Background: an optimization exercise with open tools, aiming at small area, a short achievable clock period and few clock cycles per item. Do not read the settings as production practice.
Where RTL was checked, it was by simulation tests only, not by an equivalence proof against the original.
For runs 4 to 7, only the layout was checked, not whether the RTL still works.
Power is estimated from default activity; no workload was simulated.

## flow/design.v

```verilog
package dnsqeab_pkg;
  localparam int MaxQueryBytes = 512;
  localparam int CountWidth    = $clog2(MaxQueryBytes + 1);
  localparam logic [15:0] QtypeA    = 16'h0001;
  localparam logic [15:0] QtypeAaaa = 16'h001C;
  localparam logic [15:0] ResetReplyFlags = 16'h8180;
  localparam logic [31:0] ResetAnswerTtl  = 32'd30;
  localparam logic CfgReplyFlags = 1'b0;
  localparam logic CfgAnswerTtl  = 1'b1;
  localparam logic [2:0] PhHeader  = 3'd0;
  localparam logic [2:0] PhLen     = 3'd1;
  localparam logic [2:0] PhBody    = 3'd2;
  localparam logic [2:0] PhTypeHi  = 3'd3;
  localparam logic [2:0] PhTypeLo  = 3'd4;
  localparam logic [2:0] PhClassHi = 3'd5;
  localparam logic [2:0] PhClassLo = 3'd6;
  localparam logic [2:0] PhDrop    = 3'd7;
  localparam logic [4:0] RecFirst   = 5'd4;
  localparam logic [4:0] RecDlenLo  = 5'd15;
  localparam logic [4:0] RecV4Addr  = 5'd28;
endpackage
module dns_query_echo_answer_builder_unit (
  input  logic        clk,
  input  logic        rst,
  input  logic        cfg_write,
  input  logic        cfg_index,
  input  logic [31:0] cfg_data,
  input  logic        in_valid,
  output logic        in_stall,
  input  logic [7:0]  query_byte,
  input  logic        query_last,
  input  logic        client_is_v6,
  input  logic [63:0] client_addr_hi,
  input  logic [63:0] client_addr_lo,
  output logic        out_valid,
  input  logic        out_stall,
  output logic [7:0]  reply_byte,
  output logic        reply_last,
  output logic        reply_error
);
  logic [15:0] reply_flags;
  logic [31:0] answer_ttl;
  always_ff @(posedge clk) begin
    if (rst) begin
      reply_flags <= dnsqeab_pkg::ResetReplyFlags;
      answer_ttl  <= dnsqeab_pkg::ResetAnswerTtl;
    end else if (cfg_write) begin
      if (cfg_index == dnsqeab_pkg::CfgReplyFlags) reply_flags <= cfg_data[15:0];
      else                                         answer_ttl  <= cfg_data;
    end
  end
  logic [2:0]            phase;
  logic [2:0]            phase_next;
  logic [dnsqeab_pkg::CountWidth-1:0] count;       
  logic [7:0]            label_pos;   
  logic                  stall_q;
  logic                  skid_valid;
  logic                  accept;
  logic                  produce;
  logic                  err;
  logic                  has_rec;
  logic                  push;
  logic [7:0]            e_data;
  logic                  e_last;
  logic                  e_rec;
  logic [7:0]            hdr_const;
  logic                  hdr_over;
  logic                  at_class_lo;
  assign in_stall    = stall_q;
  assign accept      = in_valid && !stall_q;
  assign produce     = (phase != dnsqeab_pkg::PhDrop);
  assign push        = accept && produce;
  assign at_class_lo = (phase == dnsqeab_pkg::PhClassLo);
  assign err         = count[dnsqeab_pkg::CountWidth-1] || (query_last && !at_class_lo);
  logic [7:0]   qtype_hi, qtype_lo, class_hi;
  logic [63:0]  addr_hi, addr_lo;
  logic         cap_v6;
  logic         is_aaaa, is_a;
  assign is_aaaa = ({qtype_hi, qtype_lo} == dnsqeab_pkg::QtypeAaaa);
  assign is_a    = ({qtype_hi, qtype_lo} == dnsqeab_pkg::QtypeA);
  assign has_rec = !client_is_v6 || is_aaaa;
  assign hdr_over  = (phase == dnsqeab_pkg::PhHeader) && !count[3] && count[1];
  assign hdr_const = count[2] ? {7'd0, count[0]}
                              : (count[0] ? reply_flags[7:0] : reply_flags[15:8]);
  always_comb begin
    if (err)           e_data = 8'h00;
    else if (hdr_over) e_data = hdr_const;
    else               e_data = query_byte;
  end
  assign e_last = err || (at_class_lo && !has_rec);
  assign e_rec  = !err && at_class_lo && has_rec;
  always_ff @(posedge clk) begin
    if (phase == dnsqeab_pkg::PhTypeHi)  qtype_hi <= query_byte;
    if (phase == dnsqeab_pkg::PhTypeLo)  qtype_lo <= query_byte;
    if (phase == dnsqeab_pkg::PhClassHi) class_hi <= query_byte;
    if (at_class_lo) begin
      addr_hi <= client_addr_hi;
      addr_lo <= client_addr_lo;
      cap_v6  <= client_is_v6;
    end
  end
  always_comb begin
    phase_next = phase;
    if (accept) begin
      if (query_last) begin
        phase_next = dnsqeab_pkg::PhHeader;
      end else if (produce) begin
        if (err) begin
          phase_next = dnsqeab_pkg::PhDrop;
        end else begin
          case (phase)
            dnsqeab_pkg::PhHeader:  if (count[3:0] == 4'd11) phase_next = dnsqeab_pkg::PhLen;
            dnsqeab_pkg::PhLen:     phase_next = (query_byte == 8'h00) ? dnsqeab_pkg::PhTypeHi
                                                                       : dnsqeab_pkg::PhBody;
            dnsqeab_pkg::PhBody:    if (label_pos == 8'd1) phase_next = dnsqeab_pkg::PhLen;
            dnsqeab_pkg::PhTypeHi:  phase_next = dnsqeab_pkg::PhTypeLo;
            dnsqeab_pkg::PhTypeLo:  phase_next = dnsqeab_pkg::PhClassHi;
            dnsqeab_pkg::PhClassHi: phase_next = dnsqeab_pkg::PhClassLo;
            default:                phase_next = dnsqeab_pkg::PhDrop;
          endcase
        end
      end
    end
  end
  always_ff @(posedge clk) begin
    if (rst) begin
      phase <= dnsqeab_pkg::PhHeader;
      count <= '0;
    end else begin
      phase <= phase_next;
      if (accept) begin
        if (query_last)   count <= '0;
        else if (produce) count <= count + 1'b1;
      end
    end
  end
  logic       rec_active;
  logic       rec_active_next;
  logic       skid_valid_next;
  logic [7:0] skid_data;
  logic       skid_last, skid_err, skid_rec;
  logic       advance;
  logic       rec_start;
  logic [4:0] rec_pos;
  logic [7:0] rec_byte;
  logic       rec_end;
  logic [3:0] ai;
  logic [7:0] addr_byte;
  logic [127:0] addr_all;
  assign advance   = !out_valid || !out_stall;
  assign rec_pos   = label_pos[4:0];
  assign rec_start = advance && !rec_active && (skid_valid ? skid_rec : (push && e_rec));
  assign ai        = rec_pos[3:0];
  assign addr_all  = {addr_hi, addr_lo};
  always_comb begin
    addr_byte = addr_all[8*(15 - ai) +: 8];
    if (!cap_v6 && ai < 4'd12) addr_byte = (ai >= 4'd10) ? 8'hFF : 8'h00;
  end
  always_comb begin
    if (rec_pos[4]) begin
      rec_byte = addr_byte;
    end else begin
      case (rec_pos[3:0])
        4'd4:    rec_byte = 8'hC0;
        4'd5:    rec_byte = 8'h0C;
        4'd6:    rec_byte = qtype_hi;
        4'd7:    rec_byte = qtype_lo;
        4'd8:    rec_byte = class_hi;
        4'd9:    rec_byte = skid_data;
        4'd10:   rec_byte = answer_ttl[31:24];
        4'd11:   rec_byte = answer_ttl[23:16];
        4'd12:   rec_byte = answer_ttl[15:8];
        4'd13:   rec_byte = answer_ttl[7:0];
        4'd15:   rec_byte = (is_a && !cap_v6) ? 8'h04 : (is_aaaa ? 8'h10 : 8'h00);
        default: rec_byte = 8'h00;
      endcase
    end
  end
  assign rec_end = (rec_pos == 5'd31) ||
                   ((rec_pos == dnsqeab_pkg::RecDlenLo) && !(is_a && !cap_v6) && !is_aaaa);
  always_ff @(posedge clk) begin
    if (rec_start) begin
      label_pos <= {3'd0, dnsqeab_pkg::RecFirst};
    end else if (advance && rec_active) begin
      label_pos <= {3'd0, ((rec_pos == dnsqeab_pkg::RecDlenLo) && is_a && !cap_v6)
                          ? dnsqeab_pkg::RecV4Addr : rec_pos + 1'b1};
    end else if (accept && (phase == dnsqeab_pkg::PhLen)) begin
      label_pos <= query_byte;
    end else if (accept && (phase == dnsqeab_pkg::PhBody)) begin
      label_pos <= label_pos - 1'b1;
    end
  end
  always_ff @(posedge clk) begin
    if (!skid_valid && !rec_active) begin
      skid_data <= e_data;
      skid_last <= e_last;
      skid_err  <= err;
      skid_rec  <= e_rec;
    end
  end
  always_ff @(posedge clk) begin
    if (advance) begin
      if (rec_active) begin
        reply_byte  <= rec_byte;
        reply_last  <= rec_end;
        reply_error <= 1'b0;
      end else if (skid_valid) begin
        reply_byte  <= skid_data;
        reply_last  <= skid_last;
        reply_error <= skid_err;
      end else begin
        reply_byte  <= e_data;
        reply_last  <= e_last;
        reply_error <= err;
      end
    end
  end
  always_comb begin
    skid_valid_next = skid_valid;
    if (!skid_valid) skid_valid_next = push && (!advance || rec_active);
    else if (advance && !rec_active) skid_valid_next = 1'b0;
    rec_active_next = rec_active;
    if (advance) begin
      if (rec_start) rec_active_next = 1'b1;
      else if (rec_active && rec_end) rec_active_next = 1'b0;
    end
  end
  always_ff @(posedge clk) begin
    if (rst) begin
      out_valid  <= 1'b0;
      skid_valid <= 1'b0;
      rec_active <= 1'b0;
      stall_q    <= 1'b0;
    end else begin
      skid_valid <= skid_valid_next;
      rec_active <= rec_active_next;
      stall_q    <= skid_valid_next || (rec_active_next && (phase_next != dnsqeab_pkg::PhDrop));
      if (advance) out_valid <= rec_active || skid_valid || push;
    end
  end
endmodule
```

## flow/flow/run.sh

```bash
#!/bin/bash
# The standard ORFS layout (the standard.sh), with two changes:
#  - plain buffers (buf_1, sized up later by repair) on the input and output
#    ports instead of the delay cell that buffer_ports picks by default;
#  - clock tree synthesis without dummy loads (same clustering and buffer
#    settings as config.mk).
# make's full output goes to flow_standard.log; ORFS keeps each step's log
# under orfs/logs/.
set -euo pipefail
export BUFFER_PORTS_ARGS="-buffer_cell sky130_fd_sc_hd__buf_1"
export CTS_ARGS="-sink_clustering_enable -repair_clock_nets -sink_clustering_size 30 -sink_clustering_max_diameter 80 -buf_list sky130_fd_sc_hd__clkbuf_16 -dont_use_dummy_load"
bash standard.sh finish > flow_standard.log 2>&1
```

## flow/standard.sh

```bash
#!/bin/bash
# synth_recipe.tcl (not shown) runs the flow's synth.tcl, then flattens the netlist and writes it again
# the make line also repeats each setting of config.mk as NAME=value (left out here)
make -C /OpenROAD-flow-scripts/flow DESIGN_CONFIG=/design/flow/config.mk WORK_HOME=/design/flow/orfs CLKGATE_MAP_FILE= SYNTH_SCRIPT=/design/flow/synth_recipe.tcl "${@:-finish}"
```

## flow/config.mk

```make
export PLATFORM = sky130hd
export DESIGN_NAME = dns_query_echo_answer_builder_unit
export DESIGN_NICKNAME = dns_query_echo_answer_builder_unit
export VERILOG_FILES = /design/flow/design.v
export SDC_FILE = /design/flow/constraint.sdc
export NUM_CORES = 4
export LEC_CHECK = 0
export CAP_MARGIN = 20
export CORE_MARGIN = 2
export CORE_UTILIZATION = 60
export CTS_BUF_LIST = sky130_fd_sc_hd__clkbuf_16
export CTS_CLUSTER_DIAMETER = 80
export CTS_CLUSTER_SIZE = 30
export GPL_ROUTABILITY_DRIVEN = 0
export GPL_TIMING_DRIVEN = 0
export SETUP_SLACK_MARGIN = 4.0
export SLEW_MARGIN = 20
export TNS_END_PERCENT = 0
```

## flow/constraint.sdc

```tcl
create_clock -name core_clock -period 6.0 [get_ports {clk}]
set_input_delay 1.2000 -clock core_clock [delete_from_list [all_inputs] [get_ports {clk}]]
set_output_delay 1.2000 -clock core_clock [all_outputs]
set_load 0.01 [all_outputs]
```

==> parameters.txt, run 1 <==
Parameter                              Value

Logic synthesis
  Sequential element share of the synthesized area    between 60% and 70%
  Number of distinct library cells after synthesis    66
  Post-synthesis instance area    around 0.011 mm²
  Top post-synthesis cells by count    edfxtp_1 (174), nand2_1 (137), a21oi_1 (76)
  Post-synthesis cell count    869
  Most used flip-flop cell after synthesis    edfxtp_1
  Top cell type's share of synthesized area    48.9%
  Cell type contributing the most total cell area after synthesis    edfxtp_1
  Synth top area cells    edfxtp_1 (49%), dfxtp_1 (14%), mux4_2 (6.1%)
  Net count after synthesis    1052
  FFs w/ async S/R, synth    0%
  Count of flip-flops with a built-in enable after synthesis    174
  Number of storage elements in the synthesis netlist    247
  Yosys synthesis warning count    1
  Leading cell type by number of instances after synthesis    edfxtp_1
  Mean instance size in the synthesized netlist    12.3 µm²

STA
  Highest clock rate    416 MHz
  Post-Route Skew    roughly 0.056 ns
  Slew HR    50.2%
  Hold Vio Cnt, Final    0
  Setup TNS    0 ns
  Max Transition Viols Final    0
  Setup Viol. Count Final    0
  Portion of the clock cycle consumed by the worst path in the final layout    approximately 40%
  Fin Hold WS    0.463 ns
  Final worst path period need    2.40 ns
  RSZ-0062 raised after global routing    yes
  Worst-margin pin slew    0.744 ns

Run status
  Outcome  no timing/DRC/antenna violations

Global routing
  Total global routing overflow    0
  Busiest layer in global routing    met2
  Combined global-route utilization of all metal layers    between 20% and 30%
  Grt met3 use    5.11%
  Number of antenna violations at the first check in global routing    2
  Wire length of the first global-routing pass    approximately 41000 µm
  Met2 Usage GRT    45.4%
  Met1 track utilization from global routing    43.5%
  Largest net degree at the start of global routing    50
  Via count of the first global-routing pass    7511

Die
  Initial core utilization    roughly three fifths
  Number of standard-cell rows in the floorplan    48
  I/O pin count    188
  Floorplan core area    0.0174 mm²
  Die height    between 100 and 150 µm
  Total Die Area    between 0.015 and 0.02 mm²
  Floorplan die width    approximately 140 µm

Final layout
  Fraction of layout instances using a drive strength above 1    a little over a tenth
  Signed area change from the synthesized netlist to the final layout    15.6%
  Post-Layout Inst Area    0.0124 mm²
  Fillers    around 1300
  Total number of nets in the final design    1266
  Count of non-filler cells in the finished layout    approximately 1300
  Diode count    0

Worst setup path
  Reg-to-Reg Start    label_pos[1]
  Data arrival time at the worst-slack endpoint    2.60 ns
  Crit path max-delay family    compound AO/OA/AOI/OAI gates
  Series of cell instances along the critical path    clkbuf_8 -> buf_12 -> buf_12 -> clkinvlp_4 -> ha_2 -> clkbuf_8 -> a22oi_1 -> mux2i_1 -> a22oi_1 -> a31o_2 -> a31oi_1
  Number of cells traversed by the worst register-to-register path    11
  Crit path largest cell delay    0.34 ns
  Max FO, Critical Path    10
  Buf+Inv Stages, Crit Path    5
  Slack of the worst reg-to-reg path    ~3.6 ns
  Path type of the worst setup path    reg -> reg
  Slowest cell on the critical path    dfxtp_2
  Required @ worst endpoint    roughly 6.2 ns
  Startpoint types    flip-flop
  Critical R2R Capture    reply_byte[4]
  Crit end category    flip-flop

Route
  WL per Instance    21.4 µm
  Per-cell via count in the routed design    between 6 and 7
  DRT antenna net count    0
  1st-pass router iterations    5
  Violation count after the first detailed-route iteration    787
  Drt total wl    27900 µm
  Remaining design rule violation count    0
  Vias    approximately 8000

Clock tree
  Number of levels in the clock H-tree    1
  Maximum clock path buffer count    3
  Clock sink count    247
  Clock tree from TritonCTS    yes
  Clock slew at reported path FFs    0.10 ns
  CTS Hold Bufs    0
  Root Buffer Master    clkbuf_16
  Number of buffers created by CTS    13
  Skew-Pair Late Insertion Delay    0.50 ns

Power
  Power per standard cell area    331 mW/mm²
  Peak supply drop    0.000326 V
  Total power    0.00409 W
  Reported leakage power    4.00 nW

Place
  DP Area    roughly 0.012 mm²
  Number of cells in the design after placement    1283
  Detailed placer's ending HPWL    20800 µm
  Number of port buffers    186

Job
  Max-capacitance violation count    0

Min path
  Beginning of the worst hold path    reply_flags[6]
  Capture endpoint of the worst hold path    reply_flags[6]
  Kind of path behind the tightest hold check    reg -> reg
  Cell count of the worst hold path    2
-- how the worst max path moves through the flow --
stage,startpoint,to,cells past startpoint
floorplan,phase[2],reply_last,6
global placement,label_pos[1],reply_byte[7],12
detailed placement,label_pos[1],reply_byte[1],11
CTS,label_pos[1],reply_byte[7],12
global route,label_pos[3],reply_byte[4],8
finish,label_pos[1],reply_byte[4],11
-- state kept, by name (all words and copies together), names as in the netlist, 8 cells and up --
signal,cells
addr_hi,64
addr_lo,64
answer_ttl,32
class_hi,8
count,10
label_pos,8
qtype_hi,8
qtype_lo,8
reply_byte,8
reply_flags,16
skid_data,8
-- logic make-up after synthesis --
logic type               count (synthesis)  share of synthesized area [%]
XOR/XNOR                                 6                          0.492
AND/OR/NAND/NOR                        277                           12.1
adder cells (fa/ha/maj)                  7                          0.820
AO/OA/AOI/OAI                          207                           12.6
buffers and inverters                   71                           2.86
multiplexers                            54                           8.51
flip-flops                             247                           62.6
-- what timing repair did --
item,4_1_cts,5_1_grt
gates resized for setup,51,5
setup endpoints to repair,114,122
buffers inserted,10,0
pin swaps,4,2
-- layout by cell type (no fill, tap or decap), drive strengths merged, types with 7 or more instances in the layout --
cell type  count
clkbuf        54
o21a           8
nor2          39
buf          218
a31oi          7
nand3b        10
nor2b         13
edfxtp       174
a22oi         21
nand3         18
and3           7
nor3          11
dfxtp         73
ha             7
nand2b         9
inv            9
nand2        137
mux4          29
nor4          12
a21oi         77
mux2i         20
o21ai         30
-- metrics by stage --
step	worst slack (ns)	utilization, %
final	3.60	71.2
after global routing	3.55	71.2
after CTS	3.69	71.1
after detailed placement	2.39	67.8
after global placement	2.44	67.3
after floorplan	3.40	-
-- per-layer routing --
layer  vias to the layer above  share of wire (%)
met3                        64                8.9
met5                         -              0.039
met4                         2                3.1
met1                      3837                 43
met2                       384                 45
li1                       3716                  -
-- power by group --
group	total [W]	switching (W)	leakage, nW	internal, W
combinational	0.00128	0.000734	1.64	0.000543
sequential	0.00192	0.0000475	2.21	0.00188
clock	0.000889	0.000498	0.160	0.000391
-- worst register-to-register path: stages (launching register included) --
cell	delay, ns
dfxtp_2	0.34
clkbuf_8	0.15
buf_12	0.11
buf_12	0.10
clkinvlp_4	0.12
ha_2	0.27
clkbuf_8	0.20
a22oi_1	0.16
mux2i_1	0.11
a22oi_1	0.27
a31o_2	0.22
a31oi_1	0.11
-- area by class of cell --
cell class	count	area (µm²)	share of cell area (%)
Clock buffer	13	325	2.63
Multi-Input combinational cell	551	3780	30.6
Sequential cell	247	6690	54.2
Inverter	11	50.0	0.405
Tap cell	225	282	2.28
Timing Repair Buffer	199	848	6.87
Buffer	60	377	3.05
Testbench counts, summed over its fixed seeds: cycles 28,244, queries 512.
==> run 2: changes to the inputs <==
--- a/flow/config.mk
+++ b/flow/config.mk
@@ -9,3 +9,3 @@
 export CORE_MARGIN = 2
-export CORE_UTILIZATION = 60
+export CORE_UTILIZATION = 66
 export CTS_BUF_LIST = sky130_fd_sc_hd__clkbuf_16
@@ -13,4 +13,2 @@
 export CTS_CLUSTER_SIZE = 30
-export GPL_ROUTABILITY_DRIVEN = 0
-export GPL_TIMING_DRIVEN = 0
 export SETUP_SLACK_MARGIN = 4.0
==> parameters.txt, run 2 <==
Parameter                              Value

Die
  I/O pin count    188
  Number of standard-cell rows in the floorplan    46
  Floorplan core area    0.0158 mm²
  Floorplan die width    131 µm
  Total Die Area    0.0172 mm²
  Initial core utilization    67.5%
  Die height    131 µm

Power
  Reported leakage power    3.87 nW
  Power per standard cell area    326 mW/mm²
  Peak supply drop    0.000335 V
  Total power    0.00394 W

Logic synthesis
  Mux cell area share after synthesis    under 10%
  Leading cell type by number of instances after synthesis    edfxtp_1
  Count of flip-flops with a built-in enable after synthesis    174
  Synthesized-area fraction occupied by xor and xnor cells    less than 1%
  Sequential element share of the synthesized area    62.6%
  Synth top area cells    edfxtp_1 (49%), dfxtp_1 (14%), mux4_2 (6.1%)
  FFs w/ async S/R, synth    0%
  Post-synthesis cell count    869
  Net count after synthesis    1052
  Number of storage elements in the synthesis netlist    247
  Fraction of the mapped netlist area in compound gates    12.6%
  Top cell type's share of synthesized area    between 40% and 50%
  Mean instance size in the synthesized netlist    roughly 12 µm²
  Share of synthesized cell area in full adder, half adder and majority cells    0.820%
  Top post-synthesis cells by count    edfxtp_1 (174), nand2_1 (137), a21oi_1 (76)
  Largest family of logic cells by synthesized area    compound AO/OA/AOI/OAI gates
  Yosys synthesis warning count    1
  Area share of and/or/nand/nor cells after synthesis    12.1%
  Number of distinct library cells after synthesis    66
  Most used flip-flop cell after synthesis    edfxtp_1
  Cell type contributing the most total cell area after synthesis    edfxtp_1
  Post-synthesis instance area    0.0107 mm²

Route
  WL per Instance    approximately 21 µm
  Drt total wl    26300 µm
  Per-cell via count in the routed design    6.39
  Violation count after the first detailed-route iteration    between 1000 and 1500
  Vias    7941
  1st-pass router iterations    6
  Remaining design rule violation count    0
  DRT antenna net count    0

Global routing
  Total global routing overflow    0
  Busiest layer in global routing    met2
  Met2 Usage GRT    46.9%
  Combined global-route utilization of all metal layers    30.2%
  Largest net degree at the start of global routing    83
  Via count of the first global-routing pass    7629
  Grt met3 use    4.13%
  Met1 track utilization from global routing    43.5%
  Number of antenna violations at the first check in global routing    0
  Wire length of the first global-routing pass    just over 40000 µm

Worst setup path
  Path type of the worst setup path    reg -> out
  Slack of the worst reg-to-reg path    3.77 ns
  Crit path max-delay family    flip-flops
  Reg-to-Reg Start    label_pos[1]
  Required @ worst endpoint    about 4.8 ns
  Critical R2R Capture    reply_byte[7]
  Crit end category    primary output
  Crit path largest cell delay    0.43 ns
  Max FO, Critical Path    1
  Startpoint types    flip-flop
  Data arrival time at the worst-slack endpoint    1.05 ns
  Series of cell instances along the critical path    clkbuf_2
  Buf+Inv Stages, Crit Path    1
  Slowest cell on the critical path    edfxtp_1
  Number of cells traversed by the worst register-to-register path    7

Final layout
  Signed area change from the synthesized netlist to the final layout    13.1%
  Post-Layout Inst Area    ~0.012 mm²
  Leading cell type in the layout, fill and taps excluded    buf_1
  Biggest regs    addr_hi: 64 flops, addr_lo: 64 flops, answer_ttl: 32 flops
  Total number of nets in the final design    1211
  Count of non-filler cells in the finished layout    1242
  Fraction of layout instances using a drive strength above 1    10.9%
  Diode count    0
  Most used cells in the layout excluding fill and tap cells    buf_1 (183), edfxtp_1 (174), nand2_1 (136), a21oi_1 (70), dfxtp_1 (66)

Clock tree
  Skew-Pair Late Insertion Delay    roughly 0.50 ns
  Root Buffer Master    clkbuf_16
  Number of buffers created by CTS    13
  Clock slew at reported path FFs    0.11 ns
  Clock tree from TritonCTS    yes
  Number of levels in the clock H-tree    1
  Clock sink count    roughly 250
  CTS Hold Bufs    0
  Maximum clock path buffer count    3

STA
  Hold Vio Cnt, Final    0
  Setup Viol. Count Final    0
  Worst-margin pin slew    1.08 ns
  Highest clock rate    445 MHz
  Setup TNS    0 ns
  RSZ-0062 raised after global routing    yes
  Final worst path period need    2.25 ns
  Fin Hold WS    0.460 ns
  Portion of the clock cycle consumed by the worst path in the final layout    37.5%
  Post-Route Skew    0.0633 ns
  Max Transition Viols Final    0
  Slew HR    between 20% and 30%

Place
  Number of port buffers    around 190
  DP Area    0.0115 mm²
  Number of cells in the design after placement    roughly 1200
  Final weighted congestion in routability-driven placement    ~0.93
  Detailed placer's ending HPWL    18200 µm

Min path
  Kind of path behind the tightest hold check    reg -> reg
  Cell count of the worst hold path    2
  Beginning of the worst hold path    reply_flags[0]
  Capture endpoint of the worst hold path    reply_flags[0]

Run status
  Outcome  no timing/DRC/antenna violations

Job
  Max-capacitance violation count    0
==> run 2: cell families (layout without fill, tap and decap cells) <==
family,after synthesis,count (layout)
simple gates,277,279
compound gates,207,207
xor+xnor,6,6
fa+ha+maj,7,7
mux,54,54
flops,247,247
buf+inv,71,226
==> run 2: per-stage QoR <==
stage               util (%)  setup slack (ns)
detailed placement      72.4              2.97
finish                  76.4              3.75
global route            76.4              3.69
CTS                     75.5              3.75
floorplan                  -              3.40
global placement        72.4              3.01
==> run 2: area by class of cell <==
class / count / area (µm²)
fillers: 1092 / 3740
clock buffers: 13 / 325
flip-flops and latches: 247 / 6700
well taps: 216 / 270
inverters: 11 / 42.5
multi-input cells: 553 / 3880
repair buffers: 202 / 872
==> run 2: worst max-delay path by stage <==
stage,from,to,cells past startpoint
global route,in_valid,label_pos[4],6
CTS,reply_byte[3],reply_byte[3],1
finish,reply_byte[4],reply_byte[4],1
global placement,label_pos[1],stall_q,8
floorplan,phase[2],reply_last,6
detailed placement,label_pos[1],stall_q,8
==> run 2: power breakdown <==
group	total [W]	internal, W	switching [W]
Combinational	0.00111	0.000475	0.000630
Clock	0.000886	0.000391	0.000495
Sequential	0.00194	0.00188	0.0000684
==> run 2: repair_timing <==
item | CTS | global route
gates resized for setup | 32 | 20
pin swaps | 1 | 2
buffers inserted | 4 | 4
cloned | 2 | 0
hold endpoints to repair | 0 | 0
endpoints found under the setup margin | 177 | 133
==> run 2: per-layer routing <==
metal | vias to the layer above | routed length, µm | part of all wire (%)
met2 | 431 | 12200 | 46
met1 | 3821 | 10800 | 41
met3 | 74 | 2150 | 8.2
met4 | 0 | 1180 | 4.5
met5 | - | 0 | 0
li1 | 3615 | - | -
==> run 2: worst reg2reg max path: stages (launching register included) <==
cell and delay, ns:
dfxtp_4 0.50, inv_1 0.18, ha_4 0.28, a22oi_1 0.26, a22oi_1 0.15, a221oi_2 0.32, o22ai_1 0.14, o21a_1 0.18
==> run 3: changes to the inputs <==
--- a/flow/config.mk
+++ b/flow/config.mk
@@ -7,3 +7,3 @@
 export LEC_CHECK = 0
-export CAP_MARGIN = 20
+export CAP_MARGIN = 0
 export CORE_MARGIN = 2
@@ -14,3 +14,3 @@
 export SETUP_SLACK_MARGIN = 4.0
-export SLEW_MARGIN = 20
+export SLEW_MARGIN = 0
 export TNS_END_PERCENT = 0
==> parameters.txt, run 3 <==
Parameter                              Value

Worst setup path
  Crit path largest cell delay    0.44 ns
  Series of cell instances along the critical path    clkbuf_2
  Slowest cell on the critical path    edfxtp_1
  Required @ worst endpoint    4.80 ns
  Crit. path cell count    1
  Reg-to-Reg Start    label_pos[1]
  Number of cells traversed by the worst register-to-register path    7
  Buf+Inv Stages, Crit Path    1
  Critical R2R Capture    reply_byte[7]
  Crit end category    primary output
  Max FO, Critical Path    1
  Slack of the worst reg-to-reg path    3.77 ns
  Critical path origin    reply_byte[4]
  End point of the critical path    reply_byte[4]
  Crit path max-delay family    flip-flops
  Startpoint types    flip-flop
  Path type of the worst setup path    reg -> out
  Data arrival time at the worst-slack endpoint    around 1.1 ns

Power
  Comb power frac    between 20% and 30%
  Net Switching    0.00120 W
  Internal Pwr Total    around 0.0027 W
  Proportion of power drawn by the clock network    22.6%
  Reported leakage power    3.86 nW
  Fraction of power consumed by sequential logic    49.4%
  Peak supply drop    ~0.00034 V
  Switching part of the total power    between 30% and 40%
  Power per standard cell area    around 330 mW/mm²

Place
  Number of port buffers    187
  Number of cells in the design after placement    between 1000 and 1500
  Final weighted congestion in routability-driven placement    0.935
  Detailed placer's ending HPWL    18200 µm
  Worst Setup Slack post-DPL    2.97 ns

Logic synthesis
  Largest family of logic cells by synthesized area    compound AO/OA/AOI/OAI gates
  Post-synthesis cell count    869
  Count of flip-flops with a built-in enable after synthesis    approximately 170
  Top post-synthesis cells by count    edfxtp_1 (174), nand2_1 (137), a21oi_1 (76)
  Number of storage elements in the synthesis netlist    247
  Most used flip-flop cell after synthesis    edfxtp_1
  Mean instance size in the synthesized netlist    12.3 µm²
  Top cell type's share of synthesized area    a little under 50%
  Leading cell type by number of instances after synthesis    edfxtp_1
  Share of synthesized cell area in full adder, half adder and majority cells    less than 1%
  Number of distinct library cells after synthesis    66
  Synth top area cells    edfxtp_1 (49%), dfxtp_1 (14%), mux4_2 (6.1%)
  Area share of and/or/nand/nor cells after synthesis    12.1%
  Synthesized-area fraction occupied by xor and xnor cells    0.492%
  FFs w/ async S/R, synth    0%
  Yosys synthesis warning count    1
  Post-synthesis instance area    0.0107 mm²
  Sequential element share of the synthesized area    between 60% and 70%
  Net count after synthesis    1052
  Cell type contributing the most total cell area after synthesis    edfxtp_1
  Fraction of the mapped netlist area in compound gates    roughly 13%
  Mux cell area share after synthesis    8.51%

Clock tree
  Root Buffer Master    clkbuf_16
  Clock slew at reported path FFs    roughly 0.11 ns
  Number of levels in the clock H-tree    1
  Skew-Pair Late Insertion Delay    0.50 ns
  Number of buffers created by CTS    13
  Clock sink count    247
  Clock tree from TritonCTS    yes
  Maximum clock path buffer count    3

Route
  Drt total wl    26200 µm
  WL per Instance    ~21 µm
  Remaining design rule violation count    0
  Vias    7947
  DRT antenna net count    0
  Violation count after the first detailed-route iteration    1005
  1st-pass router iterations    6
  Per-cell via count in the routed design    6.40

STA
  Post-Route Skew    0.0623 ns
  Highest clock rate    approximately 440 MHz
  Slew HR    a little under a quarter
  Setup Viol. Count Final    0
  Max Transition Viols Final    0
  RSZ-0062 raised after global routing    yes
  Setup TNS    0 ns
  Post-layout worst setup margin    approximately 3.7 ns
  Worst-margin pin slew    1.14 ns
  Final worst path period need    2.26 ns
  Hold Vio Cnt, Final    0
  Portion of the clock cycle consumed by the worst path in the final layout    37.6%

Final layout
  Leading cell type in the layout, fill and taps excluded    buf_1
  Count of non-filler cells in the finished layout    1241
  Most used cells in the layout excluding fill and tap cells    buf_1 (183), edfxtp_1 (174), nand2_1 (136), a21oi_1 (70), dfxtp_1 (66)
  Fraction of layout instances using a drive strength above 1    10.6%
  Biggest regs    addr_hi: 64 flops, addr_lo: 64 flops, answer_ttl: 32 flops
  Total number of nets in the final design    1210
  Signed area change from the synthesized netlist to the final layout    12.9%
  Diode count    0

Global routing
  Number of antenna violations at the first check in global routing    0
  Wire length of the first global-routing pass    40500 µm
  Largest net degree at the start of global routing    83
  Total global routing overflow    0
  Combined global-route utilization of all metal layers    30.2%
  Via count of the first global-routing pass    7629

Job
  Max-capacitance violation count    0

Die
  I/O pin count    approximately 190
  Die height    around 130 µm
  Floorplan die width    131 µm
  Floorplan core area    0.0158 mm²
  Total Die Area    0.0172 mm²
  Initial core utilization    67.5%
  Number of standard-cell rows in the floorplan    46

Min path
  Kind of path behind the tightest hold check    reg -> reg

Run status
  Outcome  no timing/DRC/antenna violations
run 3: cell counts after synthesis:
No cell type changed its count.
run 3: worst min path at each step:
stage / endpoint / cells after the start / slack [ns] / start
2_1_floorplan: reply_flags[0] / 2 / 0.43 / reply_flags[0]
4_1_cts: reply_flags[0] / 2 / 0.46 / reply_flags[0]
3_3_place_gp: reply_flags[13] / 2 / 0.44 / reply_flags[13]
6_report: reply_flags[0] / 2 / 0.46 / reply_flags[0]
5_1_grt: reply_flags[0] / 2 / 0.49 / reply_flags[0]
3_5_place_dp: reply_flags[0] / 2 / 0.45 / reply_flags[0]
run 3: cells by family (layout without fill, tap and decap cells):
| family | count (synthesis) | count (layout) |
|---|---|---|
| AOI/OAI and AO/OA | 207 | 207 |
| xor gates and xnor gates | 6 | 6 |
| adders and majority gates | 7 | 7 |
| buffers and inverters | 71 | 225 |
| DFF | 247 | 247 |
| muxes | 54 | 54 |
| and+or+nand+nor | 277 | 279 |
run 3: routing by layer:
layer	vias up	wire length (µm)	global-route usage (%)
met4	0	1180	12.7
met3	78	2230	4.13
met5	-	0	0
li1	3618	-	-
met2	434	12000	46.9
met1	3817	10800	43.5
run 3: layout make-up:
type	instances	area [µm²]
flip-flops and latches	247	6700
repair buffers	201	857
multi-input cells	553	3870
well taps	216	270
clock buffers	13	325
fillers	1093	3760
inverters	11	42.5
run 3: power groups by stage:
stage                     clock, W  sequential (W)  combinational (W)
after floorplan                  0         0.00194           0.000748
after global placement           0         0.00197           0.000984
after detailed placement         0         0.00197           0.000988
after CTS                 0.000895         0.00194            0.00106
after global routing      0.000950         0.00195            0.00118
final                     0.000891         0.00194            0.00110
run 3: timing repair:
item	in CTS	in global routing
endpoints found under the setup margin	177	206
cloned	2	0
hold buffers	0	0
buffers inserted	4	4
resized for setup	32	21
pin swaps	1	2
run 3: per-stage QoR:
stage	util, %	area [µm²]	power, W	hold slack [ns]
after floorplan	-	10700	0.00269	0.433
after CTS	75.5	12000	0.00390	0.461
after detailed placement	72.4	11500	0.00296	0.446
after global routing	76.2	12100	0.00408	0.486
after global placement	72.4	11500	0.00295	0.442
final	76.2	12100	0.00394	0.460
==> run 4: changes to the inputs <==
--- a/flow/design.v
+++ b/flow/design.v
@@ -139,2 +139,3 @@
   logic       skid_valid_next;
+  logic       stall_next;
   logic [7:0] skid_data;
@@ -227,2 +228,13 @@
   end
+  always_comb begin
+    if (stall_q) begin
+      if (skid_valid) stall_next = !advance || (skid_rec && produce);
+      else            stall_next = !(advance && rec_end);
+    end else if (in_valid) begin
+      if (rec_active) stall_next = query_last && !(advance && rec_end);
+      else            stall_next = produce && (!advance || (e_rec && query_last));
+    end else begin
+      stall_next = 1'b0;
+    end
+  end
   always_ff @(posedge clk) begin
@@ -236,3 +248,3 @@
       rec_active <= rec_active_next;
-      stall_q    <= skid_valid_next || (rec_active_next && (phase_next != dnsqeab_pkg::PhDrop));
+      stall_q    <= stall_next;
       if (advance) out_valid <= rec_active || skid_valid || push;
--- a/flow/config.mk
+++ b/flow/config.mk
@@ -7,5 +7,5 @@
 export LEC_CHECK = 0
-export CAP_MARGIN = 0
+export CAP_MARGIN = 20
 export CORE_MARGIN = 2
-export CORE_UTILIZATION = 66
+export CORE_UTILIZATION = 60
 export CTS_BUF_LIST = sky130_fd_sc_hd__clkbuf_16
@@ -14,3 +14,3 @@
 export SETUP_SLACK_MARGIN = 4.0
-export SLEW_MARGIN = 0
+export SLEW_MARGIN = 20
 export TNS_END_PERCENT = 0
==> parameters.txt, run 4 <==
Parameter                              Value

Run status
  Outcome  no timing/DRC/antenna violations

Die
  Floorplan die width    138 µm
  Total Die Area    0.0191 mm²
  Floorplan core area    0.0178 mm²
  I/O pin count    188
  Initial core utilization    between 60 and 70%
  Number of standard-cell rows in the floorplan    between 40 and 50
  Die height    138 µm

Global routing
  Largest net degree at the start of global routing    73
  Combined global-route utilization of all metal layers    27.3%
  Number of antenna violations at the first check in global routing    0
  Total global routing overflow    0
  Wire length of the first global-routing pass    around 41000 µm
  Via count of the first global-routing pass    7324

Worst setup path
  Required @ worst endpoint    ~4.8 ns
  Buf+Inv Stages, Crit Path    1
  Crit path max-delay family    flip-flops
  Data arrival time at the worst-slack endpoint    1.09 ns
  Startpoint types    flip-flop
  Crit path largest cell delay    0.46 ns
  Slowest cell on the critical path    edfxtp_1
  Crit end category    primary output
  Max FO, Critical Path    1
  Path type of the worst setup path    reg -> out
  Series of cell instances along the critical path    buf_1

Power
  Total power    approximately 0.0041 W
  Peak supply drop    0.000326 V
  Power per standard cell area    333 mW/mm²
  Reported leakage power    3.97 nW

Logic synthesis
  FFs w/ async S/R, synth    0%
  Count of flip-flops with a built-in enable after synthesis    174
  Number of distinct library cells after synthesis    slightly above 70
  Top post-synthesis cells by count    edfxtp_1 (174), nand2_1 (131), dfxtp_1 (73)
  Post-synthesis instance area    0.0108 mm²
  Mean instance size in the synthesized netlist    between 10 and 15 µm²
  Post-synthesis cell count    881
  Leading cell type by number of instances after synthesis    edfxtp_1
  Net count after synthesis    1065
  Most used flip-flop cell after synthesis    edfxtp_1
  Synth top area cells    edfxtp_1 (48%), dfxtp_1 (14%), mux4_2 (5.0%)
  Top cell type's share of synthesized area    between 40% and 50%
  Number of storage elements in the synthesis netlist    247
  Yosys synthesis warning count    1
  Sequential element share of the synthesized area    61.9%
  Cell type contributing the most total cell area after synthesis    edfxtp_1

STA
  Slew HR    27.7%
  Highest clock rate    438 MHz
  RSZ-0062 raised after global routing    yes
  Fin Hold WS    approximately 0.46 ns
  Setup TNS    0 ns
  Setup Viol. Count Final    0
  Final worst path period need    approximately 2.3 ns
  Worst-margin pin slew    about 1.1 ns
  Post-Route Skew    0.0647 ns
  Hold Vio Cnt, Final    0
  Post-layout worst setup margin    3.71 ns
  Max Transition Viols Final    0
  Portion of the clock cycle consumed by the worst path in the final layout    a little under two fifths

Final layout
  Biggest regs    addr_hi: 64 flops, addr_lo: 64 flops, answer_ttl: 32 flops
  Leading cell type in the layout, fill and taps excluded    buf_1
  Seq. cell area    0.00670 mm²
  Area of the multi-input gates    around 0.0039 mm²
  Signed area change from the synthesized netlist to the final layout    14.0%
  Diode count    0
  Fillers    between 1000 and 1500
  Fraction of layout instances using a drive strength above 1    10.8%
  Most used cells in the layout excluding fill and tap cells    buf_1 (185), edfxtp_1 (174), nand2_1 (129), a21oi_1 (67), dfxtp_1 (65)
  Total number of nets in the final design    ~1200

Route
  Violation count after the first detailed-route iteration    717
  1st-pass router iterations    5
  Vias    7808
  Remaining design rule violation count    0
  DRT antenna net count    0
  Drt total wl    26900 µm
  Per-cell via count in the routed design    6.13
  WL per Instance    between 20 and 25 µm

Clock tree
  Number of buffers created by CTS    13
  Clock tree from TritonCTS    yes
  Number of levels in the clock H-tree    1
  Maximum clock path buffer count    3
  Clock slew at reported path FFs    0.12 ns
  Skew-Pair Late Insertion Delay    0.49 ns
  Root Buffer Master    clkbuf_16
  Clock sink count    247

Place
  Final weighted congestion in routability-driven placement    just over 0.9
  Number of port buffers    187
  Detailed placer's ending HPWL    18700 µm
  Worst Setup Slack post-DPL    2.98 ns

Min path
  Kind of path behind the tightest hold check    reg -> reg

Job
  Max-capacitance violation count    0
==> run 4: cell count changes after synthesis, moves of 7 or more <==
cell	delta
a22oi_1	-13
nor2_1	+8
o21a_1	-7
a21oi_1	-9
a32o_1	+7
mux2i_1	+11
==> run 4: worst paths after layout <==
check	slack [ns]	to	start	depth (start not counted)
min	0.46	reply_flags[2]	reply_flags[2]	2
max	3.71	reply_byte[2]	reply_byte[2]	1
max reg2reg	3.73	reply_byte[1]	label_pos[0]	6
min reg2reg	0.46	reply_flags[2]	reply_flags[2]	2
==> run 4: cells by family (layout without fill, tap and decap cells) <==
kind of cell    Yosys count  count (layout)  share of synthesized area, %
flops                   247             247                          61.9
compound gates          203             203                          13.0
xor+xnor                 10              10                         0.811
simple gates            278             278                          12.3
buf+inv                  78             242                          2.98
fa+ha+maj                 8               8                         0.926
mux                      57              57                          8.08
==> run 4: report_power, final <==
| group | internal (W) | switching [W] |
|---|---|---|
| clock network | 0.000391 | 0.000493 |
| registers | 0.00188 | 0.0000844 |
| logic | 0.000563 | 0.000693 |
==> run 4: what timing repair did <==
item	4_1_cts	5_1_grt
hold buffers	0	0
pin swaps	5	2
endpoints found under the setup margin	210	158
cloned	1	0
resized for setup	35	20
buffers inserted	12	5
==> run 4: stage by stage <==
| stage | util (%) | instance area [µm²] | instances |
|---|---|---|---|
| final | 69.0 | 12300 | 1274 |
| after global routing | 69.0 | 12300 | 1274 |
| after CTS | 68.3 | 12200 | 1269 |
| after detailed placement | 65.0 | 11600 | 1243 |
| after global placement | 65.0 | 11600 | 1243 |
| after floorplan | - | 10800 | 881 |
==> run 4: routing by layer <==
layer / global-route usage (%) / share of wire [%] / up-vias
li1: - / - / 3668
met1: 39.8 / 42 / 3742
met2: 44.5 / 48 / 359
met3: 3.78 / 7.7 / 39
met4: 6.18 / 2.4 / 0
met5: 0 / 0 / -
==> run 4: area by class of cell <==
class | instances | area share, %
clock buffers | 13 | 2.64
inverters | 15 | 0.569
multi-input cells | 556 | 32.0
flip-flops and latches | 247 | 54.4
well taps | 229 | 2.33
repair buffers | 214 | 8.07
==> run 4: worst register-to-register path, cell delays in order, from the launching register on <==
cell     delay [ns]
dfxtp_2        0.38
buf_12         0.18
buf_12         0.16
mux4_2         0.55
a32o_1         0.30
o21ai_0        0.23
a31oi_1        0.15
==> run 5: changes to the inputs <==
--- a/flow/design.v
+++ b/flow/design.v
@@ -139,3 +139,2 @@
   logic       skid_valid_next;
-  logic       stall_next;
   logic [7:0] skid_data;
@@ -182,11 +181,13 @@
   always_ff @(posedge clk) begin
-    if (rec_start) begin
+    if (rec_active) begin
+      if (advance) begin
+        label_pos <= {3'd0, ((rec_pos == dnsqeab_pkg::RecDlenLo) && is_a && !cap_v6)
+                            ? dnsqeab_pkg::RecV4Addr : rec_pos + 1'b1};
+      end
+    end else if (phase == dnsqeab_pkg::PhLen) begin
+      label_pos <= query_byte;
+    end else if (phase == dnsqeab_pkg::PhBody) begin
+      if (accept) label_pos <= label_pos - 1'b1;
+    end else begin
       label_pos <= {3'd0, dnsqeab_pkg::RecFirst};
-    end else if (advance && rec_active) begin
-      label_pos <= {3'd0, ((rec_pos == dnsqeab_pkg::RecDlenLo) && is_a && !cap_v6)
-                          ? dnsqeab_pkg::RecV4Addr : rec_pos + 1'b1};
-    end else if (accept && (phase == dnsqeab_pkg::PhLen)) begin
-      label_pos <= query_byte;
-    end else if (accept && (phase == dnsqeab_pkg::PhBody)) begin
-      label_pos <= label_pos - 1'b1;
     end
@@ -228,13 +229,2 @@
   end
-  always_comb begin
-    if (stall_q) begin
-      if (skid_valid) stall_next = !advance || (skid_rec && produce);
-      else            stall_next = !(advance && rec_end);
-    end else if (in_valid) begin
-      if (rec_active) stall_next = query_last && !(advance && rec_end);
-      else            stall_next = produce && (!advance || (e_rec && query_last));
-    end else begin
-      stall_next = 1'b0;
-    end
-  end
   always_ff @(posedge clk) begin
@@ -248,3 +238,3 @@
       rec_active <= rec_active_next;
-      stall_q    <= stall_next;
+      stall_q    <= skid_valid_next || (rec_active_next && (phase_next != dnsqeab_pkg::PhDrop));
       if (advance) out_valid <= rec_active || skid_valid || push;
==> parameters.txt, run 5 <==
Parameter                              Value

Final layout
  Core utilization of the finished layout    between 60% and 70%
  Biggest regs    addr_hi: 64 flops, addr_lo: 64 flops, answer_ttl: 32 flops
  Count of non-filler cells in the finished layout    around 1200
  Most used cells in the layout excluding fill and tap cells    buf_1 (186), edfxtp_1 (182), nand2_1 (130), a21oi_1 (71), dfxtp_1 (64)
  Total number of nets in the final design    approximately 1200
  Fillers    1265
  Fraction of layout instances using a drive strength above 1    a little under a tenth
  Signed area change from the synthesized netlist to the final layout    13.9%
  Leading cell type in the layout, fill and taps excluded    buf_1
  Diode count    0

Worst setup path
  Required @ worst endpoint    approximately 6.2 ns
  Slack of the worst reg-to-reg path    approximately 3.6 ns
  Crit end category    flip-flop
  Max FO, Critical Path    9
  Startpoint types    flip-flop
  Path type of the worst setup path    reg -> reg
  Reg-to-Reg Start    cap_v6
  Number of cells traversed by the worst register-to-register path    4
  Critical R2R Capture    reply_last
  Data arrival time at the worst-slack endpoint    2.60 ns

Logic synthesis
  Post-synthesis instance area    between 0.01 and 0.015 mm²
  FFs w/ async S/R, synth    0%
  Post-synthesis cell count    829
  Top cell type's share of synthesized area    between 50% and 60%
  Top post-synthesis cells by count    edfxtp_1 (182), nand2_1 (130), a21oi_1 (73)
  Net count after synthesis    1013
  Number of storage elements in the synthesis netlist    247
  Mean instance size in the synthesized netlist    12.9 µm²
  Cell type contributing the most total cell area after synthesis    edfxtp_1
  Most used flip-flop cell after synthesis    edfxtp_1
  Number of distinct library cells after synthesis    just under 60
  Count of flip-flops with a built-in enable after synthesis    182
  Leading cell type by number of instances after synthesis    edfxtp_1
  Sequential element share of the synthesized area    between 60% and 70%
  Synth top area cells    edfxtp_1 (51%), dfxtp_1 (12%), mux4_1 (4.7%)
  Yosys synthesis warning count    1

Min path
  Kind of path behind the tightest hold check    reg -> reg
  Capture endpoint of the worst hold path    reply_flags[0]
  Cell count of the worst hold path    2
  Beginning of the worst hold path    reply_flags[0]

Die
  Floorplan core area    0.0174 mm²
  Total Die Area    around 0.019 mm²
  Initial core utilization    61.4%
  Number of standard-cell rows in the floorplan    48
  I/O pin count    around 190
  Die height    between 100 and 150 µm
  Floorplan die width    137 µm

STA
  Portion of the clock cycle consumed by the worst path in the final layout    between 30% and 40%
  Setup TNS    0 ns
  Highest clock rate    approximately 420 MHz
  Worst-margin pin slew    1.07 ns
  Final worst path period need    2.38 ns
  Max Transition Viols Final    0
  Hold Vio Cnt, Final    0
  Setup Viol. Count Final    0
  Slew HR    28.9%
  RSZ-0062 raised after global routing    yes
  Fin Hold WS    0.459 ns
  Post-Route Skew    0.0475 ns

Route
  Per-cell via count in the routed design    6.20
  1st-pass router iterations    6
  WL per Instance    21.6 µm
  Vias    7583
  Remaining design rule violation count    0
  Drt total wl    26500 µm
  Violation count after the first detailed-route iteration    857
  DRT antenna net count    0

Place
  Detailed placer's ending HPWL    18400 µm
  Number of cells in the design after placement    around 1200
  Number of port buffers    187
  Final weighted congestion in routability-driven placement    0.928

Power
  Power per standard cell area    between 200 and 300 mW/mm²
  Peak supply drop    0.000308 V
  Reported leakage power    3.99 nW

Clock tree
  Maximum clock path buffer count    3
  Clock slew at reported path FFs    about 0.09 ns
  Clock sink count    247
  Clock tree from TritonCTS    yes
  Root Buffer Master    clkbuf_16
  Number of buffers created by CTS    13
  Number of levels in the clock H-tree    1
  Skew-Pair Late Insertion Delay    just under 0.5 ns

Global routing
  Total global routing overflow    0
  Via count of the first global-routing pass    7304
  Largest net degree at the start of global routing    79
  Combined global-route utilization of all metal layers    between 20% and 30%
  Wire length of the first global-routing pass    about 40000 µm
  Number of antenna violations at the first check in global routing    0

Run status
  Outcome  no timing/DRC/antenna violations

Job
  Max-capacitance violation count    0
## run 5: how the worst max path moves through the flow
stage,start,endpoint,slack [ns]
3_5_place_dp,label_pos[0],reply_byte[4],2.59
3_3_place_gp,label_pos[0],reply_byte[4],2.58
6_report,cap_v6,reply_last,3.62
4_1_cts,label_pos[0],reply_byte[4],3.68
2_1_floorplan,query_byte[6],stall_q,3.69
5_1_grt,label_pos[3],reply_byte[5],3.57
## run 5: worst max-delay path, cell delays in order, from the launching register on
cell and delay [ns]:
edfxtp_1 0.62, nor4_1 0.89, o21ai_0 0.22, a21oi_1 0.26, mux2i_1 0.11
## run 5: kinds of logic (layout without fill, tap and decap cells)
logic type	count (synthesis)	count (layout)	synth area share, %
AO/OA/AOI/OAI	177	177	10.8
buffers and inverters	67	235	2.88
adder cells (fa/ha/maj)	8	8	0.939
flip-flops	247	247	63.5
multiplexers	54	54	9.53
XOR/XNOR	13	13	1.07
AND/OR/NAND/NOR	263	265	11.3
## run 5: repair_timing
item                                    CTS  global route
gates cloned                              3             1
endpoints found under the hold margin     0             0
buffers inserted                         12             6
pin swaps                                15             2
endpoints found under the setup margin  184           177
resized for setup                        34             7
hold buffers                              0             0
## run 5: area by class of cell
type / instances / area, µm² / area share, %
Tap cell: 225 / 282 / 2.32
Timing Repair Buffer: 215 / 1000 / 8.23
Sequential cell: 247 / 6770 / 55.7
Clock buffer: 13 / 325 / 2.68
Inverter: 7 / 28.8 / 0.237
Multi-Input combinational cell: 517 / 3740 / 30.8
## run 5: per-layer routing
metal  wire length, µm  up-vias  GRT usage (%)  part of all wire, %
met5                 0        -              0                    0
met3              1890       65           3.86                  7.1
met4               761        0           7.39                  2.9
met2             13000      375           47.5                   49
li1                  -     3489              -                    -
met1             10800     3654           38.2                   41
## run 5: through the flow
step | power (W) | cell area, µm² | setup slack (ns)
after detailed placement | 0.00240 | 11400 | 2.59
final | 0.00333 | 12100 | 3.62
after global placement | 0.00239 | 11400 | 2.58
after floorplan | 0.00227 | 10700 | 3.69
after global routing | 0.00344 | 12100 | 3.57
after CTS | 0.00333 | 12100 | 3.68
## run 5: power breakdown
part	internal, W	total [W]	switching [W]
combinational	0.000235	0.000531	0.000296
sequential	0.00187	0.00191	0.0000402
clock	0.000391	0.000884	0.000493
==> run 6: changes to the inputs <==
--- a/flow/design.v
+++ b/flow/design.v
@@ -77,6 +77,5 @@
   logic         cap_v6;
-  logic         is_aaaa, is_a;
-  assign is_aaaa = ({qtype_hi, qtype_lo} == dnsqeab_pkg::QtypeAaaa);
-  assign is_a    = ({qtype_hi, qtype_lo} == dnsqeab_pkg::QtypeA);
-  assign has_rec = !client_is_v6 || is_aaaa;
+  logic         cap_a;      
+  logic         cap_aaaa;   
+  assign has_rec = !client_is_v6 || ({qtype_hi, qtype_lo} == dnsqeab_pkg::QtypeAaaa);
   assign hdr_over  = (phase == dnsqeab_pkg::PhHeader) && !count[3] && count[1];
@@ -98,3 +97,5 @@
       addr_lo <= client_addr_lo;
-      cap_v6  <= client_is_v6;
+      cap_v6   <= client_is_v6;
+      cap_a    <= !client_is_v6 && ({qtype_hi, qtype_lo} == dnsqeab_pkg::QtypeA);
+      cap_aaaa <= ({qtype_hi, qtype_lo} == dnsqeab_pkg::QtypeAaaa);
     end
@@ -139,2 +140,3 @@
   logic       skid_valid_next;
+  logic       stall_next;
   logic [7:0] skid_data;
@@ -173,3 +175,3 @@
         4'd13:   rec_byte = answer_ttl[7:0];
-        4'd15:   rec_byte = (is_a && !cap_v6) ? 8'h04 : (is_aaaa ? 8'h10 : 8'h00);
+        4'd15:   rec_byte = cap_a ? 8'h04 : (cap_aaaa ? 8'h10 : 8'h00);
         default: rec_byte = 8'h00;
@@ -179,3 +181,3 @@
   assign rec_end = (rec_pos == 5'd31) ||
-                   ((rec_pos == dnsqeab_pkg::RecDlenLo) && !(is_a && !cap_v6) && !is_aaaa);
+                   ((rec_pos == dnsqeab_pkg::RecDlenLo) && !cap_a && !cap_aaaa);
   always_ff @(posedge clk) begin
@@ -183,3 +185,3 @@
       if (advance) begin
-        label_pos <= {3'd0, ((rec_pos == dnsqeab_pkg::RecDlenLo) && is_a && !cap_v6)
+        label_pos <= {3'd0, ((rec_pos == dnsqeab_pkg::RecDlenLo) && cap_a)
                             ? dnsqeab_pkg::RecV4Addr : rec_pos + 1'b1};
@@ -229,2 +231,13 @@
   end
+  always_comb begin
+    if (stall_q) begin
+      if (skid_valid) stall_next = !advance || (skid_rec && produce);
+      else            stall_next = !(advance && rec_end);
+    end else if (in_valid) begin
+      if (rec_active) stall_next = query_last && !(advance && rec_end);
+      else            stall_next = produce && (!advance || (e_rec && query_last));
+    end else begin
+      stall_next = 1'b0;
+    end
+  end
   always_ff @(posedge clk) begin
@@ -238,3 +251,3 @@
       rec_active <= rec_active_next;
-      stall_q    <= skid_valid_next || (rec_active_next && (phase_next != dnsqeab_pkg::PhDrop));
+      stall_q    <= stall_next;
       if (advance) out_valid <= rec_active || skid_valid || push;
==> parameters.txt, run 6 <==
Parameter                              Value

Logic synthesis
  Post-synthesis instance area    0.0107 mm²
  Net count after synthesis    1018
  Mean instance size in the synthesized netlist    12.8 µm²
  Cell type contributing the most total cell area after synthesis    edfxtp_1
  Top cell type's share of synthesized area    about half
  Yosys synthesis warning count    1
  Number of distinct library cells after synthesis    65
  Synth top area cells    edfxtp_1 (52%), dfxtp_1 (12%), mux4_2 (6.5%)
  FFs w/ async S/R, synth    0%
  Count of flip-flops with a built-in enable after synthesis    184
  Post-synthesis cell count    834
  Number of storage elements in the synthesis netlist    249
  Sequential element share of the synthesized area    63.9%
  Leading cell type by number of instances after synthesis    edfxtp_1
  Top post-synthesis cells by count    edfxtp_1 (184), nand2_1 (129), a21oi_1 (76)
  Most used flip-flop cell after synthesis    edfxtp_1

Die
  Total Die Area    0.0189 mm²
  Initial core utilization    61.5%
  Floorplan core area    0.0174 mm²
  I/O pin count    188
  Number of standard-cell rows in the floorplan    between 40 and 50
  Floorplan die width    137 µm
  Die height    137 µm

Place
  DP Area    0.0115 mm²
  Final weighted congestion in routability-driven placement    slightly above 0.9
  Number of port buffers    187
  Detailed placer's ending HPWL    18800 µm
  Number of cells in the design after placement    1195

Route
  Highest routed metal layer    met4
  WL per Instance    22.1 µm
  Violation count after the first detailed-route iteration    804
  DRT antenna net count    0
  Met1 WL    between 10000 and 15000 µm
  Vias    7705
  1st-pass router iterations    7
  Length of routed met3 wiring    2620 µm
  Remaining design rule violation count    0
  Met2 wire len    between 10000 and 15000 µm
  Drt total wl    27400 µm
  Per-cell via count in the routed design    6.22

Final layout
  Fillers    1240
  Signed area change from the synthesized netlist to the final layout    15.3%
  Biggest regs    addr_hi: 64 flops, addr_lo: 64 flops, answer_ttl: 32 flops
  Most used cells in the layout excluding fill and tap cells    edfxtp_1 (184), buf_1 (184), nand2_1 (129), a21oi_1 (73), dfxtp_1 (64)
  Fraction of layout instances using a drive strength above 1    between 10% and 20%
  Diode count    0
  Core utilization of the finished layout    70.9%
  Post-Layout Inst Area    0.0123 mm²
  Count of non-filler cells in the finished layout    1238
  Total number of nets in the final design    1199

STA
  Slew HR    27.8%
  Setup Viol. Count Final    0
  Final worst path period need    between 2 and 2.5 ns
  Post-Route Skew    0.0369 ns
  Max Transition Viols Final    0
  RSZ-0062 raised after global routing    yes
  Portion of the clock cycle consumed by the worst path in the final layout    39.5%
  Worst-margin pin slew    1.07 ns
  Setup TNS    0 ns
  Highest clock rate    422 MHz
  Hold Vio Cnt, Final    0

Worst setup path
  Crit end category    flip-flop
  Startpoint types    flip-flop
  Crit path max-delay family    simple AND/OR/NAND/NOR gates
  Buf+Inv Stages, Crit Path    3
  Required @ worst endpoint    between 6 and 7 ns
  Slowest cell on the critical path    or4_4
  Critical Path Most Common Cell    buf_12
  Path type of the worst setup path    reg -> reg
  Series of cell instances along the critical path    buf_6 -> buf_12 -> ha_4 -> or4_4 -> o21ai_4 -> buf_12 -> a21oi_2 -> o31a_1
  Crit path largest cell delay    0.55 ns
  Data arrival time at the worst-slack endpoint    2.61 ns
  Max FO, Critical Path    8

Global routing
  Combined global-route utilization of all metal layers    between 20 and 30%
  Total global routing overflow    0
  Wire length of the first global-routing pass    39700 µm
  Via count of the first global-routing pass    about 7200
  Number of antenna violations at the first check in global routing    0
  Largest net degree at the start of global routing    ~130

Clock tree
  Clock sink count    about 250
  Clock tree from TritonCTS    yes
  Maximum clock path buffer count    3
  CTS Hold Bufs    0
  Skew-Pair Late Insertion Delay    around 0.49 ns
  Number of levels in the clock H-tree    1
  Number of buffers created by CTS    13
  Root Buffer Master    clkbuf_16
  Clock slew at reported path FFs    between 0.1 and 0.15 ns

Min path
  Kind of path behind the tightest hold check    reg -> reg

Power
  Total power    about 0.0031 W
  Power per standard cell area    around 250 mW/mm²
  Peak supply drop    0.000303 V
  Reported leakage power    slightly below 4 nW

Job
  Max-capacitance violation count    0

Run status
  Outcome  no timing/DRC/antenna violations
[run 6: cell types whose count changed after synthesis, sizes merged, moves of 6 or more]
cell / change
nor3: -8
or4: +8
a211oi: -7
nand3: -7
a22oi: +6
nand2b: -6
o21ai: +6
o311ai: +6
[run 6: logic make-up (layout without fill, tap and decap cells)]
group / count (synthesis) / in the layout / synth area share [%]
and+or+nand+nor: 255 / 255 / 11.2
DFF: 249 / 249 / 63.9
AOI/OAI and AO/OA: 187 / 187 / 11.5
buffers and inverters: 69 / 248 / 2.75
muxes: 52 / 52 / 8.53
xor gates and xnor gates: 14 / 14 / 1.15
adders and majority gates: 8 / 8 / 0.937
[run 6: final timing paths]
| kind | slack, ns | to | from | depth (start not counted) |
|---|---|---|---|---|
| worst min register to register | 0.46 | reply_flags[5] | reply_flags[5] | 2 |
| worst max register to register | 3.63 | reply_byte[0] | label_pos[0] | 8 |
| worst min-delay path | 0.46 | reply_flags[5] | reply_flags[5] | 2 |
| worst max-delay path | 3.63 | reply_byte[0] | label_pos[0] | 8 |
[run 6: worst min-delay path, stage by stage, from the launching register on]
cell,delay (ns)
dfxtp_1,0.32
nand2_1,0.05
a21oi_1,0.05
[run 6: layout make-up]
| type | count | area [µm²] | area share [%] |
|---|---|---|---|
| clock buffer | 13 | 325 | 2.64 |
| inverter | 10 | 45.0 | 0.366 |
| multi-input combinational | 516 | 3700 | 30.1 |
| sequential | 249 | 6830 | 55.5 |
| tap | 225 | 282 | 2.29 |
| timing repair buffer | 225 | 1130 | 9.19 |
[run 6: timing repair]
| action | CTS | global route |
|---|---|---|
| endpoints found under the hold margin | 0 | 0 |
| gates cloned | 0 | 0 |
| buffers inserted | 9 | 20 |
| setup endpoints to repair | 88 | 108 |
| resized for setup | 28 | 24 |
| pin swaps | 5 | 7 |
[run 6: per-layer routing]
layer | vias up | track usage [%]
met4 | 0 | 7.96
li1 | 3504 | -
met5 | - | 0
met2 | 405 | 44.8
met3 | 43 | 6.99
met1 | 3753 | 39.4
[run 6: stage by stage]
stage                     setup slack, ns  hold slack, ns
after floorplan                      3.01           0.430
after global placement               2.38           0.444
after detailed placement             2.33           0.450
after CTS                            3.59           0.463
after global routing                 3.62           0.487
final                                3.63           0.461
[run 6: report_power, final]
part	internal (W)	leakage, nW	switching, W	total, W
sequential	0.00188	2.26	0.0000320	0.00191
combinational	0.000131	1.56	0.000166	0.000297
clock	0.000391	0.160	0.000502	0.000894
total	0.00240	3.98	0.000701	0.00310
==> run 7: changes to the inputs <==
--- a/flow/config.mk
+++ b/flow/config.mk
@@ -15,2 +15,2 @@
 export SLEW_MARGIN = 20
-export TNS_END_PERCENT = 0
+export TNS_END_PERCENT = 10
==> parameters.txt, run 7 <==
Parameter                              Value

Route
  Violation count after the first detailed-route iteration    781
  Remaining design rule violation count    0
  WL per Instance    22.1 µm
  DRT antenna net count    0
  Vias    about 7600
  Drt total wl    27100 µm
  Per-cell via count in the routed design    6.21
  Length of routed met3 wiring    about 2500 µm
  1st-pass router iterations    7
  Met1 WL    10900 µm
  Met2 wire len    12800 µm
  Highest routed metal layer    met4

Clock tree
  Number of levels in the clock H-tree    1
  Clock tree from TritonCTS    yes
  Number of buffers created by CTS    13
  Maximum clock path buffer count    3
  Root Buffer Master    clkbuf_16
  Clock slew at reported path FFs    0.11 ns
  Clock sink count    approximately 250
  Skew-Pair Late Insertion Delay    0.49 ns

Power
  Total power    around 0.0031 W
  Reported leakage power    3.91 nW
  Power per standard cell area    254 mW/mm²
  Internal Pwr Total    roughly 0.0024 W
  Fraction of power consumed by sequential logic    61.8%
  Switching part of the total power    22.6%
  Comb power frac    9.3%
  Peak supply drop    roughly 0.0003 V
  Proportion of power drawn by the clock network    29.0%
  Net Switching    0.000701 W

Run status
  Outcome  no timing/DRC/antenna violations

Logic synthesis
  Leading cell type by number of instances after synthesis    edfxtp_1
  Number of distinct library cells after synthesis    65
  Yosys synthesis warning count    1
  Net count after synthesis    1018
  Post-synthesis cell count    834
  Most used flip-flop cell after synthesis    edfxtp_1
  Number of storage elements in the synthesis netlist    approximately 250
  Top post-synthesis cells by count    edfxtp_1 (184), nand2_1 (129), a21oi_1 (76)
  Post-synthesis instance area    0.0107 mm²
  Count of flip-flops with a built-in enable after synthesis    ~180
  FFs w/ async S/R, synth    0%
  Mean instance size in the synthesized netlist    12.8 µm²
  Sequential element share of the synthesized area    63.9%
  Synth top area cells    edfxtp_1 (52%), dfxtp_1 (12%), mux4_2 (6.5%)
  Top cell type's share of synthesized area    51.7%
  Cell type contributing the most total cell area after synthesis    edfxtp_1

Die
  Die height    137 µm
  Total Die Area    around 0.019 mm²
  Number of standard-cell rows in the floorplan    48
  Floorplan die width    137 µm
  Floorplan core area    0.0174 mm²
  Initial core utilization    61.5%
  I/O pin count    188

Global routing
  Combined global-route utilization of all metal layers    28.3%
  Total global routing overflow    0
  Number of antenna violations at the first check in global routing    0
  Wire length of the first global-routing pass    39700 µm
  Via count of the first global-routing pass    ~7200
  Largest net degree at the start of global routing    around 130

Worst setup path
  Crit end category    flip-flop
  Data arrival time at the worst-slack endpoint    2.64 ns
  Required @ worst endpoint    6.24 ns
  Startpoint types    flip-flop
  Number of cells traversed by the worst register-to-register path    9
  Path type of the worst setup path    reg -> reg
  Max FO, Critical Path    8

Place
  Detailed placer's ending HPWL    about 19000 µm
  Final weighted congestion in routability-driven placement    0.933
  Worst Setup Slack post-DPL    around 2.3 ns
  DP Area    0.0115 mm²
  Number of port buffers    187

STA
  Portion of the clock cycle consumed by the worst path in the final layout    39.9%
  Highest clock rate    417 MHz
  Post-Route Skew    0.0360 ns
  Max Transition Viols Final    0
  Post-layout worst setup margin    3.60 ns
  Worst-margin pin slew    1.11 ns
  RSZ-0062 raised after global routing    yes
  Slew HR    25.2%
  Setup TNS    0 ns
  Final worst path period need    2.40 ns
  Setup Viol. Count Final    0
  Hold Vio Cnt, Final    0

Min path
  Cell count of the worst hold path    2
  Kind of path behind the tightest hold check    reg -> reg

Final layout
  Post-Layout Inst Area    0.0122 mm²
  Signed area change from the synthesized netlist to the final layout    14.2%
  Total number of nets in the final design    roughly 1200
  Diode count    0
  Fraction of layout instances using a drive strength above 1    ~11%
  Biggest regs    addr_hi: 64 flops, addr_lo: 64 flops, answer_ttl: 32 flops
  Most used cells in the layout excluding fill and tap cells    edfxtp_1 (184), buf_1 (184), nand2_1 (129), a21oi_1 (73), dfxtp_1 (64)

Job
  Max-capacitance violation count    0
==> run 7: path summary, 6_finish.rpt <==
path | slack (ns) | end | from
min reg2reg | 0.46 | reply_flags[5] | reply_flags[5]
min | 0.46 | reply_flags[5] | reply_flags[5]
max reg2reg | 3.60 | reply_byte[4] | label_pos[0]
max | 3.60 | reply_byte[4] | label_pos[0]
==> run 7: layout make-up <==
class	instances	area [µm²]
multi-input combinational	516	3720
inverter	10	45.0
sequential	249	6830
fill	1245	5160
timing repair buffer	216	1000
clock buffer	13	325
tap	225	282
==> run 7: metal layers <==
layer	up-vias	GRT usage, %
met5	-	0
met4	0	8.36
met3	53	6.66
met2	379	44.6
met1	3704	39.7
li1	3492	-
==> run 7: power groups by stage <==
stage               sequential [W]  combinational, W  clock [W]
floorplan                  0.00194          0.000157          0
global placement           0.00195          0.000245          0
detailed placement         0.00195          0.000250          0
CTS                        0.00191          0.000275   0.000908
global route               0.00192          0.000309   0.000960
finish                     0.00191          0.000287   0.000897
==> run 7: cells by family after synthesis <==
kind of cell | count (synthesis) | synth area share [%]
compound gates | 187 | 11.5
xor+xnor | 14 | 1.15
fa+ha+maj | 8 | 0.937
buf+inv | 69 | 2.75
flops | 249 | 63.9
mux | 52 | 8.53
simple gates | 255 | 11.2
==> run 7: per-stage QoR <==
stage          util [%]  instances  hold slack (ns)
2_1_floorplan         -        834            0.430
3_3_place_gp       66.2       1195            0.444
3_5_place_dp       66.2       1195            0.450
4_1_cts            69.3       1217            0.463
5_1_grt            70.3       1229            0.487
6_report           70.3       1229            0.461
==> run 7: critical path: stages (launching register included) <==
cell,delay [ns]
edfxtp_1,0.50
buf_12,0.15
clkinvlp_4,0.10
ha_4,0.17
nor2b_4,0.13
or4_4,0.50
o21ai_4,0.16
buf_12,0.15
a31oi_1,0.06
o31a_1,0.25
==> run 7: repair_timing <==
| item | 4_1_cts | 5_1_grt |
|---|---|---|
| buffers inserted | 9 | 11 |
| hold buffers | 0 | 0 |
| endpoints found under the setup margin | 88 | 108 |
| pin swaps | 6 | 9 |
| gates resized for setup | 29 | 18 |

-- port drivers added, routing unchanged --
The results above use ideal ports. As a check the final layouts listed here were re-extracted and re-timed, cells and wires unchanged.
Step 1 sets driving cells, clkbuf_16 on the clock port and buf_2 on the other inputs (assumed; they add their load-dependent delay and slew).
Step 2 moves the port delays by t, midway between the first and last clock arrival at a register: inputs arrive t later, outputs are due t later. That takes back most of the time a late clock gives input paths.
a / b / c = ideal / step 1 / step 2; a / b = the first two.
run | t, ns | setup slack, ns | worst slew at a driven data input, ns
run 1 | 0.520 | 3.596 / 3.596 / 3.191 | 0.06
run 2 | 0.513 | 3.753 / 3.711 / 3.326 | 0.06
run 3 | 0.514 | 3.742 / 3.701 / 3.323 | 0.06
run 4 | 0.510 | 3.714 / 3.666 / 3.324 | 0.06
run 5 | 0.511 | 3.621 / 3.621 / 3.179 | 0.05
run 6 | 0.516 | 3.628 / 3.619 / 3.297 | 0.04
run 7 | 0.516 | 3.603 / 3.603 / 3.150 | 0.04
After both steps every run listed still meets setup and hold. The setup slack of run 7, which loses most, moves by 0.000 ns with the drivers and by -0.453 ns with both steps.
